From an optimization exercise on the open Yosys and OpenROAD flow, aimed at small area; shortcuts taken in it are not production practice. The RTL was checked by simulation tests, not by an equivalence proof against the original design. No activity file was given, so power comes from the tool's default toggle rates.

## tundra
==> module cpu_top, before the edit <==
module cpu_top (
    input  logic                clk,
    input  logic                rst_n,
    output logic                fetch_req,
    output cpu_pkg::pc_t        fetch_addr,
    input  logic                fetch_valid,
    input  cpu_pkg::instr_t     fetch_instr,
    output logic                mem_rd_req,
    output logic                mem_wr_req,
    output cpu_pkg::data_addr_t mem_addr,
    output cpu_pkg::word_t      mem_wdata,
    input  logic                mem_rvalid,
    input  cpu_pkg::word_t      mem_rdata,
    input  logic                mem_wack,
    output logic                retire,
    output logic                halted
);
    localparam logic [2:0] S_CLR  = 3'd0;    
    localparam logic [2:0] S_F    = 3'd1;    
    localparam logic [2:0] S_FW   = 3'd2;    
    localparam logic [2:0] S_E1   = 3'd3;    
    localparam logic [2:0] S_E2   = 3'd4;    
    localparam logic [2:0] S_W    = 3'd5;    
    localparam logic [2:0] S_LW   = 3'd6;    
    localparam logic [2:0] S_HALT = 3'd7;
    logic [3:0] ph;
    logic [2:0] state;
    logic [2:0] state_next;
    logic       dpend;        
    logic       ir_ok;        
    logic       ir_rdy;       
    logic [15:0] ir;
    logic ph0, ph15;
    assign ph0  = (ph == 4'd0);
    assign ph15 = (ph == 4'd15);
    always_ff @(posedge clk or negedge rst_n) begin
        if (!rst_n) ph <= 4'd0;
        else        ph <= ph + 4'd1;
    end
    logic is_jmp, is_beq, is_mem, is_load, is_store, is_alu, is_sub, is_mul, is_slt;
    assign is_jmp   = ir[15] && !ir[13];
    assign is_beq   = ir[15] && ir[13];
    assign is_mem   = !ir[15] && ir[14];
    assign is_load  = is_mem && ir[13];
    assign is_store = is_mem && !ir[13];
    assign is_alu   = !ir[15] && !ir[14];
    assign is_sub   = (ir[13] == ir[0]);
    assign is_mul   = ir[13] && !ir[0];
    assign is_slt   = ir[13] && ir[0];
    logic in_clr, in_f, in_fw, in_e1, in_e2, in_w, in_lw, in_halt;
    assign in_clr  = (state == S_CLR);
    assign in_f    = (state == S_F);
    assign in_fw   = (state == S_FW);
    assign in_e1   = (state == S_E1);
    assign in_e2   = (state == S_E2);
    assign in_w    = (state == S_W);
    assign in_lw   = (state == S_LW);
    assign in_halt = (state == S_HALT);
    logic [15:0] rb0;         
    logic        rs_bit, rt_bit;
    logic        we_any;
    logic        wbit;
    logic [3:0]  wsel;
    assign rs_bit = rb0[ir[12:9]];
    assign rt_bit = rb0[ir[8:5]];
    assign wsel   = ir[14] ? ir[8:5] : ir[4:1];
    for (genvar r = 0; r < 16; r++) begin : g_ring
        logic        we_r;
        logic [15:0] q;
        assign we_r   = in_clr || (we_any && (wsel == 4'(r)));
        assign rb0[r] = q[0];
        always_ff @(posedge clk) begin
            q <= {(we_r ? wbit : q[0]), q[15:1]};
        end
    end
    logic [15:0] pcq;
    logic        pc_we;
    logic        pc_wbit;
    logic        pc_bit;
    assign pc_bit     = pcq[0];
    assign fetch_addr = pcq[11:0];
    always_ff @(posedge clk) begin
        pcq <= {(pc_we ? pc_wbit : pcq[0]), pcq[15:1]};
    end
    logic imm_bit;
    logic jt_bit;
    logic [15:0] jvec;
    assign imm_bit = ph[3] || ph[2] ? ir[4] : ir[ph[1:0]];
    assign jvec    = {ir[12:9], ir[12:1]};
    assign jt_bit  = jvec[ph];
    logic c;
    logic add_a, add_b, cin0, cin, sum, cout;
    assign add_a = (in_f || in_e2) ? pc_bit : rs_bit;
    assign add_b = in_f ? 1'b0 : ((in_e2 || is_mem) ? imm_bit : (rt_bit ^ is_sub));
    assign cin0  = in_f || (is_alu && is_sub && !in_e2);
    assign cin   = ph0 ? cin0 : c;
    assign sum   = add_a ^ add_b ^ cin;
    assign cout  = (add_a & add_b) | (add_a & cin) | (add_b & cin);
    always_ff @(posedge clk) begin
        c <= cout;
    end
    logic flag;
    logic eqbit;
    logic lt;
    assign eqbit = (rs_bit == rt_bit);
    assign lt    = (rs_bit != rt_bit) ? rs_bit : sum;
    always_ff @(posedge clk) begin
        if (in_e1) flag <= is_beq ? ((ph0 || flag) && eqbit) : lt;
    end
    logic [15:0] tq;
    logic        tshift;
    assign tshift = !(in_e2 || in_lw || (in_e1 && is_load));
    always_ff @(posedge clk) begin
        if (mem_rvalid)  tq <= mem_rdata;
        else if (tshift) tq <= {rt_bit, tq[15:1]};
    end
    assign mem_wdata = {tq[4:0], tq[15:5]};
    logic [14:0] acc;
    logic [14:0] mp;
    logic        mb;
    assign mb = rs_bit && in_e2;
    logic [15:0] mc;
    assign mc[0] = 1'b0;
    for (genvar i = 0; i < 15; i++) begin : g_madd
        logic pp;
        assign pp      = mb && tq[i];
        assign mp[i]   = acc[i] ^ pp ^ mc[i];
        assign mc[i+1] = (acc[i] && pp) || (mc[i] && (acc[i] ^ pp));
    end
    always_ff @(posedge clk) begin
        acc <= {((in_e1 && is_mem) ? sum : (mb && tq[15])), mp[14:1]};
    end
    assign mem_addr = {sum, acc[14:4]};
    assign we_any = (in_e1 && is_alu && !ir[13])
                 || (in_e2 && is_alu)
                 || in_w;
    assign wbit   = in_clr ? 1'b0
                  : in_w   ? tq[0]
                  : in_e2  ? (ir[0] ? (ph0 && flag) : mp[0])
                  : sum;
    assign pc_we   = in_clr || in_f || (in_e1 && is_jmp) || (in_e2 && is_beq);
    assign pc_wbit = in_clr ? 1'b0 : (in_e1 ? jt_bit : sum);
    logic go;
    assign go = ir_rdy && !(is_mem && dpend);
    always_comb begin
        state_next = state;
        case (state)
            S_CLR:  if (ph15) state_next = S_F;
            S_F: begin
                if (ph0 && pcq[11]) state_next = S_HALT;
                else if (ph15)      state_next = go ? S_E1 : S_FW;
            end
            S_FW:   if (ph15 && go) state_next = S_E1;
            S_E1: begin
                if (ph15) begin
                    if (is_load)                              state_next = (dpend && !mem_rvalid) ? S_LW : S_W;
                    else if (is_alu && ir[13])                state_next = S_E2;
                    else if (is_beq && flag && eqbit)         state_next = S_E2;
                    else                                      state_next = S_F;
                end
            end
            S_E2:   if (ph15) state_next = S_F;
            S_W:    if (ph15) state_next = S_F;
            S_LW:   if (ph15 && (!dpend || mem_rvalid)) state_next = S_W;
            default: state_next = S_HALT;
        endcase
    end
    always_ff @(posedge clk or negedge rst_n) begin
        if (!rst_n) begin
            state   <= S_CLR;
            dpend   <= 1'b0;
        end else begin
            state <= state_next;
            if (mem_rd_req || mem_wr_req)       dpend <= 1'b1;
            else if (mem_rvalid || mem_wack)    dpend <= 1'b0;
        end
    end
    always_ff @(posedge clk) begin
        if (fetch_valid) ir <= fetch_instr;
        if (fetch_req)        ir_ok <= 1'b0;
        else if (fetch_valid) ir_ok <= 1'b1;
        if (ph == 4'd10)      ir_rdy <= ir_ok;
    end
    assign fetch_req  = in_f && ph0 && !pcq[11];
    assign mem_rd_req = in_e1 && is_load && (ph == 4'd11);
    assign mem_wr_req = in_e1 && is_store && (ph == 4'd11);
    assign retire     = ph15 && (in_e1 || in_e2 || in_w) && (state_next == S_F);
    assign halted     = in_halt && !dpend;
endmodule
Settings: LEC_CHECK=0, CAP_MARGIN=20, CORE_MARGIN=2, CORE_UTILIZATION=60, PLACE_DENSITY=0.8, SLEW_MARGIN=20; clock period 10.0 ns.
standard.sh (not shown) runs the stock make flow with config.mk's settings and CLKGATE_MAP_FILE= SYNTH_SCRIPT=/design/flow/synth_recipe.tcl, a recipe that flattens the netlist after the stock synthesis.
==> flow/flow/run.sh <==
#!/bin/bash
# Standard ORFS layout, with plain buf_1 port buffers and a lighter clock tree
# (small clock buffers, no CTS dummy loads).
set -euo pipefail
export BUFFER_PORTS_ARGS="-buffer_cell sky130_fd_sc_hd__buf_1"
export CTS_ARGS="-sink_clustering_enable -repair_clock_nets -dont_use_dummy_load -buf_list sky130_fd_sc_hd__clkbuf_4 -sink_clustering_size 10 -sink_clustering_max_diameter 40"
bash standard.sh > flow.log 2>&1
Setup changes, tundra to onyx
--- a/flow/design.v
+++ b/flow/design.v
@@ -134,16 +134,9 @@
     logic [14:0] acc;
     logic [14:0] mp;
     logic        mb;
     assign mb = rs_bit && in_e2;
-    logic [15:0] mc;
-    assign mc[0] = 1'b0;
-    for (genvar i = 0; i < 15; i++) begin : g_madd
-        logic pp;
-        assign pp      = mb && tq[i];
-        assign mp[i]   = acc[i] ^ pp ^ mc[i];
-        assign mc[i+1] = (acc[i] && pp) || (mc[i] && (acc[i] ^ pp));
-    end
+    assign mp = acc + (mb ? tq[14:0] : 15'd0);
     always_ff @(posedge clk) begin
         acc <= {((in_e1 && is_mem) ? sum : (mb && tq[15])), mp[14:1]};
     end
     assign mem_addr = {sum, acc[14:4]};
### Flow results
- onyx completed; timing, DRC and antenna clean
- Any difference in area growth from synthesis to layout between onyx and tundra is small enough to ignore.
- Higher first-pass GRT wire length goes to onyx over tundra.
- As far as area taken by flip-flops and latches goes, tundra and onyx are indistinguishable; the numbers are identical.
- tundra has lower worst-case hold slack than onyx.
- In onyx relative to tundra, via count had gone up by more than 10%.
- Per the comparison of onyx with tundra, register area share after synthesis fell by 3.2 points; total clock network power rose by about 0.7%; number of standard cells after synthesis rose by about 15%; non-clock buffer count fell by 1.2%.

re-timing with driven ports:
In the flow no input, the clock included, has a driving cell. The finished layouts below were timed again as built, in two steps.
Step 1 sets driving cells, clkbuf_16 on the clock port and buf_2 on the other inputs (assumed; they add their load-dependent delay and slew).
Step 2 also shifts input and output timing later by t, the mid clock arrival at the registers, as if the neighbouring blocks saw the same clock.
Slacks: no drivers / after step 1 / after step 2; pairs: no drivers / after step 1.
| run | t (ns) | slack for setup (ns) | worst data-port slew with drivers (ns) |
|---|---|---|---|
| tundra | 0.631 | 2.599 / 2.599 / 2.599 | 0.05 |
| onyx | 0.629 | 4.431 / 4.393 / 4.450 | 0.05 |
After both steps setup and hold are still met in every run listed.
